This is an optimization exercise on Yosys and OpenROAD, whose aim is small area, a short achievable clock period and few clock cycles, not a production implementation.
At most, simulation tests tie the RTL to the original design; equivalence was not proved.

Setup of job 5334:
Design monexp_top, start of the top module:
module monexp_top (
	input  logic clk,
	input  logic reset,
	input  logic start,
	input  logic [79:0] in_word,  
	input  logic [15:0] n0prime,
	output logic busy,
	output logic [15:0] res_word,
	output logic res_valid
);
For scale: about 3400 cells after synthesis.
export LEC_CHECK = 0
export ABC_CLOCK_PERIOD_IN_PS = 3000
export CAP_MARGIN = 20
export CORE_MARGIN = 2
export CORE_UTILIZATION = 40
export CTS_BUF_LIST = sky130_fd_sc_hd__clkbuf_8
export CTS_CLUSTER_SIZE = 30
export SETUP_SLACK_MARGIN = 5
export SLEW_MARGIN = 20
create_clock -name core_clock -period 10.0 [get_ports {clk}]
run.sh (not shown) runs the stock make flow with config.mk's settings and CLKGATE_MAP_FILE= SYNTH_SCRIPT=/design/flow/synth_recipe.tcl, a recipe that flattens the netlist after the stock synthesis.
Job 5334 ended with every stage complete and zero timing, DRC or antenna violations.
Testbench counts of job 5334, summed over its fixed seeds: cycles 103,715.
The following lists how job 8545 was set up differently from job 5334:
Settings: CTS_CLUSTER_SIZE no longer set, was 30; CORE_UTILIZATION now 30, was 40; CTS_BUF_LIST no longer set, was sky130_fd_sc_hd__clkbuf_8.
Notes after the runs:
Job 5334 → job 8545: fraction of the cycle the final worst path needs has increased, worst setup slack has decreased, non-filler instance count after layout has increased, overall die height has increased, final critical-path required period has increased.
## Diff of input files: job 8653 against job 8545
Settings: clearing SETUP_SLACK_MARGIN, which used to be 5; swapping 30 for 40 in CORE_UTILIZATION.
==> flow/flow/run.sh (new file) <==
#!/bin/bash
set -euo pipefail
export SETUP_SLACK_MARGIN=6
bash standard.sh > standard.log 2>&1
==> flow/standard.sh (new file) <==
#!/bin/bash
# synth_recipe.tcl (not shown) runs the flow's synth.tcl, then flattens the netlist and writes it again
# the make line also repeats each setting of config.mk as NAME=value (left out here)
make -C /OpenROAD-flow-scripts/flow DESIGN_CONFIG=/design/flow/config.mk WORK_HOME=/design/flow/orfs CLKGATE_MAP_FILE= SYNTH_SCRIPT=/design/flow/synth_recipe.tcl "${@:-finish}"
removed: flow/run.sh
Results
- Job 8545 ended up with a_q[3] as its worst setup path startpoint; job 8653 ended up with ss_q[0].
- Relative to job 8545, met3 wirelength from detailed routing has gone down in job 8653.
- Comparing job 8545 and job 8653, the lower worst-case setup margin in the final layout is on job 8545.

---

Starting RTL as in the previous note.
make LEC_CHECK=0 ABC_CLOCK_PERIOD_IN_PS=3000 CAP_MARGIN=5 CORE_MARGIN=2 CORE_UTILIZATION=40 SETUP_SLACK_MARGIN=5 SLEW_MARGIN=5 finish   # period 10.0 ns
Stock flow here: none of the scripts above is used.
The first run went through all stages and came out clean.
Testbench counts at the start, summed over its fixed seeds: cycles 103,715.
Then changed:
--- a/flow/config.mk
+++ b/flow/config.mk
@@ -7,7 +7,7 @@
 export LEC_CHECK = 0
 export ABC_CLOCK_PERIOD_IN_PS = 3000
-export CAP_MARGIN = 5
+export CAP_MARGIN = 20
 export CORE_MARGIN = 2
-export CORE_UTILIZATION = 40
+export CORE_UTILIZATION = 55
 export SETUP_SLACK_MARGIN = 5
-export SLEW_MARGIN = 5
+export SLEW_MARGIN = 20
Effect:
- global-route usage rose by 7.8 points
- design area fell slightly
Then changed:
--- a/flow/config.mk
+++ b/flow/config.mk
@@ -9,5 +9,7 @@
 export CAP_MARGIN = 20
 export CORE_MARGIN = 2
-export CORE_UTILIZATION = 55
+export CORE_UTILIZATION = 40
+export GPL_ROUTABILITY_DRIVEN = 0
+export PLACE_DENSITY = 0.7
 export SETUP_SLACK_MARGIN = 5
 export SLEW_MARGIN = 20
The changed run ran to the end with no violations.
Via count drops slightly.
Fmax climbs slightly.
Worst hold slack is worse by 0.0031 ns.
Design area climbs slightly.
Synthesized cell count does not change.
Then changed:
--- a/flow/config.mk
+++ b/flow/config.mk
@@ -6,10 +6,8 @@
 export NUM_CORES = 4
 export LEC_CHECK = 0
-export ABC_CLOCK_PERIOD_IN_PS = 3000
+export ABC_AREA = 1
 export CAP_MARGIN = 20
 export CORE_MARGIN = 2
 export CORE_UTILIZATION = 40
-export GPL_ROUTABILITY_DRIVEN = 0
-export PLACE_DENSITY = 0.7
 export SETUP_SLACK_MARGIN = 5
 export SLEW_MARGIN = 20
Outcome: The new run ran to the end with no violations. Critical path depth rises by 1. Via count rises by a few percent. Hold slack got worse by 0.031 ns. Synthesized area rises slightly. Design area rises by a few percent. Worst setup slack got worse by 0.044 ns. Non-clock buffer count rises by 11.

---

Another version of the RTL of monexp_top (not shown whole).
For scale: ~3300 cells after synthesis, ~34000 µm² of cells after synthesis.
export LEC_CHECK = 0
export ABC_CLOCK_PERIOD_IN_PS = 3000
export CAP_MARGIN = 20
export CORE_MARGIN = 2
export CORE_UTILIZATION = 40
export SETUP_SLACK_MARGIN = 5
export SLEW_MARGIN = 20
create_clock -name core_clock -period 10.0 [get_ports {clk}]
Then changed:
Settings changed: ABC_CLOCK_PERIOD_IN_PS 3000 to not set, SETUP_SLACK_MARGIN 5 to not set.
Clock-buffer cell count does not change.
Die area is unchanged.
Area after synthesis does not change.
Global-route usage falls by 0.21 points.
Non-clock buffer count falls by 5.
Core utilization falls by 0.18 points.
Wire length falls by 0.92%.
First-iteration DRC count falls by 0.83%.
Sequential share of layout area rises by 0.11 points.
Design area falls by 0.40%.
No run of this note included a check of the RTL's function; only the layout flow was run.

---

## 08-11
Another version of the RTL of monexp_top (not shown whole).
Size in the first run: roughly 3700 cells after synthesis, ~120 I/O pins, roughly 36000 um2 of cells after synthesis.
Settings: LEC_CHECK=0, CAP_MARGIN=20, CORE_MARGIN=2, CORE_UTILIZATION=40, SLEW_MARGIN=20; clock period 10.0 ns.
08-11 finished all stages; the layout is clean.
Edits applied to the flow inputs when going from 08-11 to 01-05:
- an added SETUP_SLACK_MARGIN of 5
- an added ABC_CLOCK_PERIOD_IN_PS of 3000
==> comparison <==
Per the final summary, 01-05 finished and its layout is clean on timing, DRC and antenna.
The run showing the greater final period demand of the worst path is 08-11.
Of 08-11 and 01-05, the run reporting the higher final cell count without fillers was 01-05.
From 08-11 to 01-05 the numbers moved as follows: met3 wire length has increased, maximum number of pins on one net before global-route repair has decreased, cell area has increased, fmax has increased, setup slack has increased.
From 08-11 to 01-05 the numbers moved as follows: net count of the finished layout moved up.
No functional check of the RTL was part of any run of this note.

---

monexp_top, a different RTL version from the one above (not shown whole).
Size in the first run: ~420 flip-flops, roughly 35000 um2 of cells after synthesis.
Design monexp_top, start of the top module:
module monexp_top (
	input  logic clk,
	input  logic reset,
	input  logic start,
	input  logic [79:0] in_word,  
	input  logic [15:0] n0prime,
	output logic busy,
	output logic [15:0] res_word,
	output logic res_valid
);
clock: 10.0 ns
lec_check: 0
cap_margin: 20
core_margin: 2
core_utilization: 65
setup_slack_margin: 5
slew_margin: 20
Testbench counts at the start, summed over its fixed seeds: cycles 103,715.
Change:
--- a/flow/config.mk
+++ b/flow/config.mk
@@ -6,7 +6,8 @@
 export NUM_CORES = 4
 export LEC_CHECK = 0
+export ABC_CLOCK_PERIOD_IN_PS = 3000
 export CAP_MARGIN = 20
 export CORE_MARGIN = 2
-export CORE_UTILIZATION = 65
+export CORE_UTILIZATION = 40
 export SETUP_SLACK_MARGIN = 5
 export SLEW_MARGIN = 20
After rerunning:
- die area rises by 61%
- final area rises by 1.8%
- hold slack gets worse by 6.6 ps

---

Setup of alpha:
The RTL this note starts from:
==> flow/design.v <==
`default_nettype none
package monexp_pkg;
	typedef logic [16-1:0] word_t;  
	typedef logic [(16 * 4)-1:0] oper_t;  
	typedef struct packed {
		word_t m;  
		word_t e;  
		word_t n;  
		word_t t;  
		word_t r;  
	} load_word_t;
	typedef struct packed {
		oper_t m;
		oper_t e;
		oper_t n;
		oper_t t;
		oper_t r;
		word_t n0prime;  
	} operand_set_t;
	typedef struct packed {
		oper_t a;
		oper_t b;
	} mont_req_t;
endpackage
`default_nettype wire
`timescale 1ns/1ps
`default_nettype none
module monexp_top (
	input  logic clk,
	input  logic reset,
	input  logic start,
	input  logic [79:0] in_word,  
	input  logic [15:0] n0prime,
	output logic busy,
	output logic [15:0] res_word,
	output logic res_valid
);
	localparam logic [2:0] S_IDLE = 3'd0, S_LOAD = 3'd1, S_RUN = 3'd2, S_WAIT = 3'd3, S_UNLD = 3'd4;
	localparam logic [1:0] P_MBAR = 2'd0, P_SQR = 2'd1, P_MUL = 2'd2, P_FIN = 2'd3;
	logic [2:0] state;
	logic [1:0] wcnt;  
	logic [1:0] ptype;  
	logic [3:0] it;  
	logic conv;  
	logic bsel;  
	logic [5:0] bcnt;  
	logic [61:0] n_q;  
	logic [63:0] e_q;  
	logic [62:0] mb_q;  
	logic [63:0] c_q;  
	logic [3:0] np_q;  
	logic [63:0] ss_q, sc_q;  
	logic gam_q;  
	logic [3:0] a_q;  
	logic [3:0] p_q;  
	wire [15:0] w_m = in_word[79:64];
	wire [15:0] w_e = in_word[63:48];
	wire [15:0] w_n = in_word[47:32];
	wire [15:0] w_t = in_word[31:16];
	wire accept = start & ~busy & (state == S_IDLE);
	wire iter = (state == S_RUN) & ~conv;
	wire last_it = (it == 4'd15);
	wire [62:0] b_op = bsel ? mb_q : c_q[62:0];
	wire [3:0] u = ss_q[3:0] + sc_q[3:0] + {3'b0, gam_q} + p_q;
	wire [3:0] q = u * np_q;
	wire [67:0] r0 = {4'b0, ss_q};
	wire [67:0] r1 = {4'b0, sc_q};
	wire [67:0] r2 = {5'b0, b_op & {63{a_q[0]}}};
	wire [67:0] r3 = {4'b0, b_op & {63{a_q[1]}}, gam_q};
	wire [67:0] r4 = {3'b0, b_op & {63{a_q[2]}}, 2'b0};
	wire [67:0] r5 = {2'b0, b_op & {63{a_q[3]}}, 3'b0};
	wire [67:0] r6 = {6'b0, n_q & {62{q[0]}}};
	wire [67:0] r7 = {5'b0, n_q & {62{q[1]}}, 1'b0};
	wire [67:0] r8 = {4'b0, n_q & {62{q[2]}}, 2'b0};
	wire [67:0] r9 = {3'b0, n_q & {62{q[3]}}, 3'b0};
	wire [67:0] s1a = r0 ^ r1 ^ r2;
	wire [67:0] c1a = {(r0[66:0] & r1[66:0]) | (r0[66:0] & r2[66:0]) | (r1[66:0] & r2[66:0]), 1'b0};
	wire [67:0] s1b = r3 ^ r4 ^ r5;
	wire [67:0] c1b = {(r3[66:0] & r4[66:0]) | (r3[66:0] & r5[66:0]) | (r4[66:0] & r5[66:0]), 1'b0};
	wire [67:0] s2 = s1a ^ c1a ^ s1b;
	wire [67:0] c2 = {(s1a[66:0] & c1a[66:0]) | (s1a[66:0] & s1b[66:0]) | (c1a[66:0] & s1b[66:0]), 1'b0};
	wire [67:0] x1 = s2 ^ c2 ^ c1b;
	wire [67:0] x2 = {(s2[66:0] & c2[66:0]) | (s2[66:0] & c1b[66:0]) | (c2[66:0] & c1b[66:0]), 1'b0};
	wire [67:0] s4a = x1 ^ x2 ^ r6;
	wire [67:0] c4a = {(x1[66:0] & x2[66:0]) | (x1[66:0] & r6[66:0]) | (x2[66:0] & r6[66:0]), 1'b0};
	wire [67:0] s4b = r7 ^ r8 ^ r9;
	wire [67:0] c4b = {(r7[66:0] & r8[66:0]) | (r7[66:0] & r9[66:0]) | (r8[66:0] & r9[66:0]), 1'b0};
	wire [67:0] s5 = s4a ^ c4a ^ s4b;
	wire [67:0] c5 = {(s4a[66:0] & c4a[66:0]) | (s4a[66:0] & s4b[66:0]) | (c4a[66:0] & s4b[66:0]), 1'b0};
	wire [67:0] s6 = s5 ^ c5 ^ c4b;
	wire [67:0] c6 = {(s5[66:0] & c5[66:0]) | (s5[66:0] & c4b[66:0]) | (c5[66:0] & c4b[66:0]), 1'b0};
	wire gam_n = |(s6[3:0] | c6[3:0]);
	wire [63:0] sum = ss_q + sc_q + {63'b0, gam_q};
	wire bit_one = e_q[63];
	wire bits_done = (bcnt == 6'd0);
	wire scan_more = (ptype == P_MBAR) & ~bit_one & ~bits_done;
	wire nx_mul = (ptype == P_SQR) & bit_one;
	wire nx_fin = ~nx_mul & bits_done;
	wire [3:0] c_lo = conv ? sum[3:0] : c_q[3:0];  
	wire [3:0] nx_a = nx_fin ? 4'd1 : c_lo;
	wire [3:0] nx_b = nx_mul ? mb_q[3:0] : c_lo;
	logic [3:0] a_dig;
	always_comb begin
		a_dig = 4'd0;
		for (int k = 0; k < 16; k++)
			if (it == 4'(k - 1) && ptype != P_FIN)
				a_dig = c_q[4*k +: 4];
	end
	logic [3:0] a_n, b_n;  
	always_comb begin
		a_n = a_dig;
		b_n = b_op[3:0];
		if (state == S_LOAD) begin
			a_n = c_q[19:16];  
			b_n = mb_q[3:0];
		end else if (state != S_RUN || conv) begin
			a_n = nx_a;
			b_n = nx_b;
		end
	end
	wire [3:0] p_n = a_n * b_n;
	always_ff @(posedge clk) begin
		a_q <= a_n;
		p_q <= p_n;
		if (iter) begin
			ss_q <= s6[67:4];
			sc_q <= c6[67:4];
			gam_q <= gam_n;
		end else begin
			ss_q <= '0;
			sc_q <= '0;
			gam_q <= 1'b0;
		end
		if (accept)
			np_q <= n0prime[3:0];
		if (state == S_LOAD) begin
			case (wcnt)
				2'd0: begin n_q[15:0] <= w_n; mb_q[15:0] <= w_m; end
				2'd1: begin n_q[31:16] <= w_n; mb_q[31:16] <= w_m; end
				2'd2: begin n_q[47:32] <= w_n; mb_q[47:32] <= w_m; end
				default: begin n_q[61:48] <= w_n[13:0]; mb_q[62:48] <= w_m[14:0]; end
			endcase
		end else if (conv && ptype == P_MBAR)
			mb_q <= sum[62:0];
		if (state == S_LOAD || state == S_UNLD)
			c_q <= {w_t, c_q[63:16]};
		else if (conv)
			c_q <= {1'b0, sum[62:0]};
	end
	wire e_shift = ((state == S_RUN) & (ptype == P_MBAR) & ~bit_one & ~bits_done)  
		| (((state == S_RUN) & conv) | ((state == S_WAIT) & ~scan_more)) & (ptype != P_FIN) & ~nx_mul & ~nx_fin & ~scan_more  
		| ((state == S_WAIT) & scan_more);
	always_ff @(posedge clk) begin
		if (state == S_LOAD) begin
			case (wcnt)
				2'd0: e_q[15:0] <= w_e;
				2'd1: e_q[31:16] <= w_e;
				2'd2: e_q[47:32] <= w_e;
				default: e_q[63:48] <= w_e;
			endcase
		end else if (e_shift)
			e_q <= {e_q[62:0], 1'b0};
	end
	always_ff @(posedge clk or posedge reset) begin
		if (reset) begin
			state <= S_IDLE;
			wcnt <= '0;
			ptype <= P_MBAR;
			it <= '0;
			conv <= 1'b0;
			bsel <= 1'b0;
			bcnt <= '0;
			busy <= 1'b0;
			res_valid <= 1'b0;
		end else begin
			if (e_shift)
				bcnt <= bcnt - 1'b1;
			case (state)
				S_IDLE: if (accept) begin
					state <= S_LOAD;
					wcnt <= '0;
					busy <= 1'b1;
				end
				S_LOAD: begin
					wcnt <= wcnt + 1'b1;
					if (wcnt == 2'd3) begin
						state <= S_RUN;
						ptype <= P_MBAR;
						bsel <= 1'b1;  
						it <= '0;
						conv <= 1'b0;
						bcnt <= 6'd63;
					end
				end
				S_RUN: begin
					if (!conv) begin
						it <= it + 1'b1;
						if (last_it)
							conv <= 1'b1;
					end else begin
						conv <= 1'b0;
						if (ptype == P_FIN) begin
							state <= S_UNLD;
							wcnt <= '0;
							res_valid <= 1'b1;
						end else if (scan_more) begin
							state <= S_WAIT;
						end else begin
							ptype <= nx_mul ? P_MUL : (nx_fin ? P_FIN : P_SQR);
							bsel <= nx_mul;
						end
					end
				end
				S_WAIT: if (!scan_more) begin
					state <= S_RUN;
					ptype <= nx_fin ? P_FIN : P_SQR;
					bsel <= 1'b0;
				end
				S_UNLD: begin
					wcnt <= wcnt + 1'b1;
					if (wcnt == 2'd3) begin
						state <= S_IDLE;
						busy <= 1'b0;
						res_valid <= 1'b0;
					end
				end
				default: state <= S_IDLE;
			endcase
		end
	end
	assign res_word = c_q[15:0];
endmodule
`default_nettype wire
clock: 10.0 ns
lec_check: 0
cap_margin: 20
core_margin: 2
core_utilization: 40
slew_margin: 20
Having completed the whole flow, alpha delivered a layout that passed the timing, design-rule and antenna checks.
Testbench counts of alpha, summed over its fixed seeds: cycles 103,715.
Relative to alpha, the following input files were edited for beta:
- ABC_CLOCK_PERIOD_IN_PS newly set to 3000
Looking at the reports, beta completed the entire flow and the layout it produced met the timing, design-rule and antenna checks. alpha → beta: number of antenna violations at the first check in global routing ~0 delta. Changes observed in beta relative to alpha: final net count barely changed, total vias in the final route about even, residual DRC count held steady.

what the ideal ports hide:
The flow's constraints put no driver on any port. The routed layouts listed below were extracted and timed again, unchanged, in two steps.
Step 1, drivers: a clkbuf_16 drives clk and a buf_2 each remaining input, both assumed.
Step 2 times the ports against the registers' clock, not the clock port: input delays grow and output delays shrink by t, the midpoint of the rising clock arrivals with the driver on.
a / b / c = no drivers / after step 1 / after step 2; a / b = the first two.
| run | t (ns) | slack for setup (ns) | worst hold slack (ns) | slew at the worst register clock pin (ns) | worst data-port slew with drivers (ns) |
|---|---|---|---|---|---|
| job 5334 | 0.758 | 5.204 / 5.204 / 5.204 | 0.512 / 0.512 / 0.512 | 0.07 / 0.07 | 0.04 |
| job 8545 | 0.668 | 5.103 / 5.103 / 5.103 | 0.513 / 0.513 / 0.513 | 0.07 / 0.07 | 0.07 |
| job 8653 | 0.659 | 5.240 / 5.240 / 5.240 | 0.515 / 0.515 / 0.515 | 0.07 / 0.07 | 0.04 |
| the first run of note 2 | 0.678 | 5.176 / 5.176 / 5.176 | 0.510 / 0.510 / 0.510 | 0.07 / 0.07 | 0.04 |
| the second run of note 2 | 0.669 | 5.150 / 5.150 / 5.150 | 0.516 / 0.516 / 0.516 | 0.07 / 0.07 | 0.04 |
| the third run of note 2 | 0.673 | 5.171 / 5.171 / 5.171 | 0.513 / 0.513 / 0.513 | 0.07 / 0.07 | 0.06 |
| the fourth run of note 2 | 0.663 | 5.126 / 5.126 / 5.126 | 0.482 / 0.482 / 0.482 | 0.07 / 0.07 | 0.07 |
| the first run of note 3 | 0.689 | 5.076 / 5.076 / 5.076 | 0.514 / 0.514 / 0.514 | 0.07 / 0.07 | 0.04 |
| the second run of note 3 | 0.692 | 4.521 / 4.521 / 4.521 | 0.514 / 0.514 / 0.514 | 0.07 / 0.07 | 0.04 |
| 08-11 | 0.657 | 3.663 / 3.663 / 3.663 | 0.509 / 0.509 / 0.509 | 0.07 / 0.07 | 0.13 |
| 01-05 | 0.667 | 4.734 / 4.734 / 4.734 | 0.508 / 0.508 / 0.508 | 0.07 / 0.07 | 0.12 |
| the first run of note 5 | 0.667 | 4.351 / 4.351 / 4.351 | 0.520 / 0.520 / 0.520 | 0.07 / 0.07 | 0.06 |
| the second run of note 5 | 0.674 | 4.430 / 4.430 / 4.430 | 0.513 / 0.513 / 0.513 | 0.06 / 0.06 | 0.13 |
| alpha | 0.678 | 3.444 / 3.444 / 3.444 | 0.509 / 0.509 / 0.509 | 0.07 / 0.07 | 0.08 |
| beta | 0.678 | 3.444 / 3.444 / 3.444 | 0.509 / 0.509 / 0.509 | 0.07 / 0.07 | 0.08 |
After both steps every run listed still meets setup and hold.
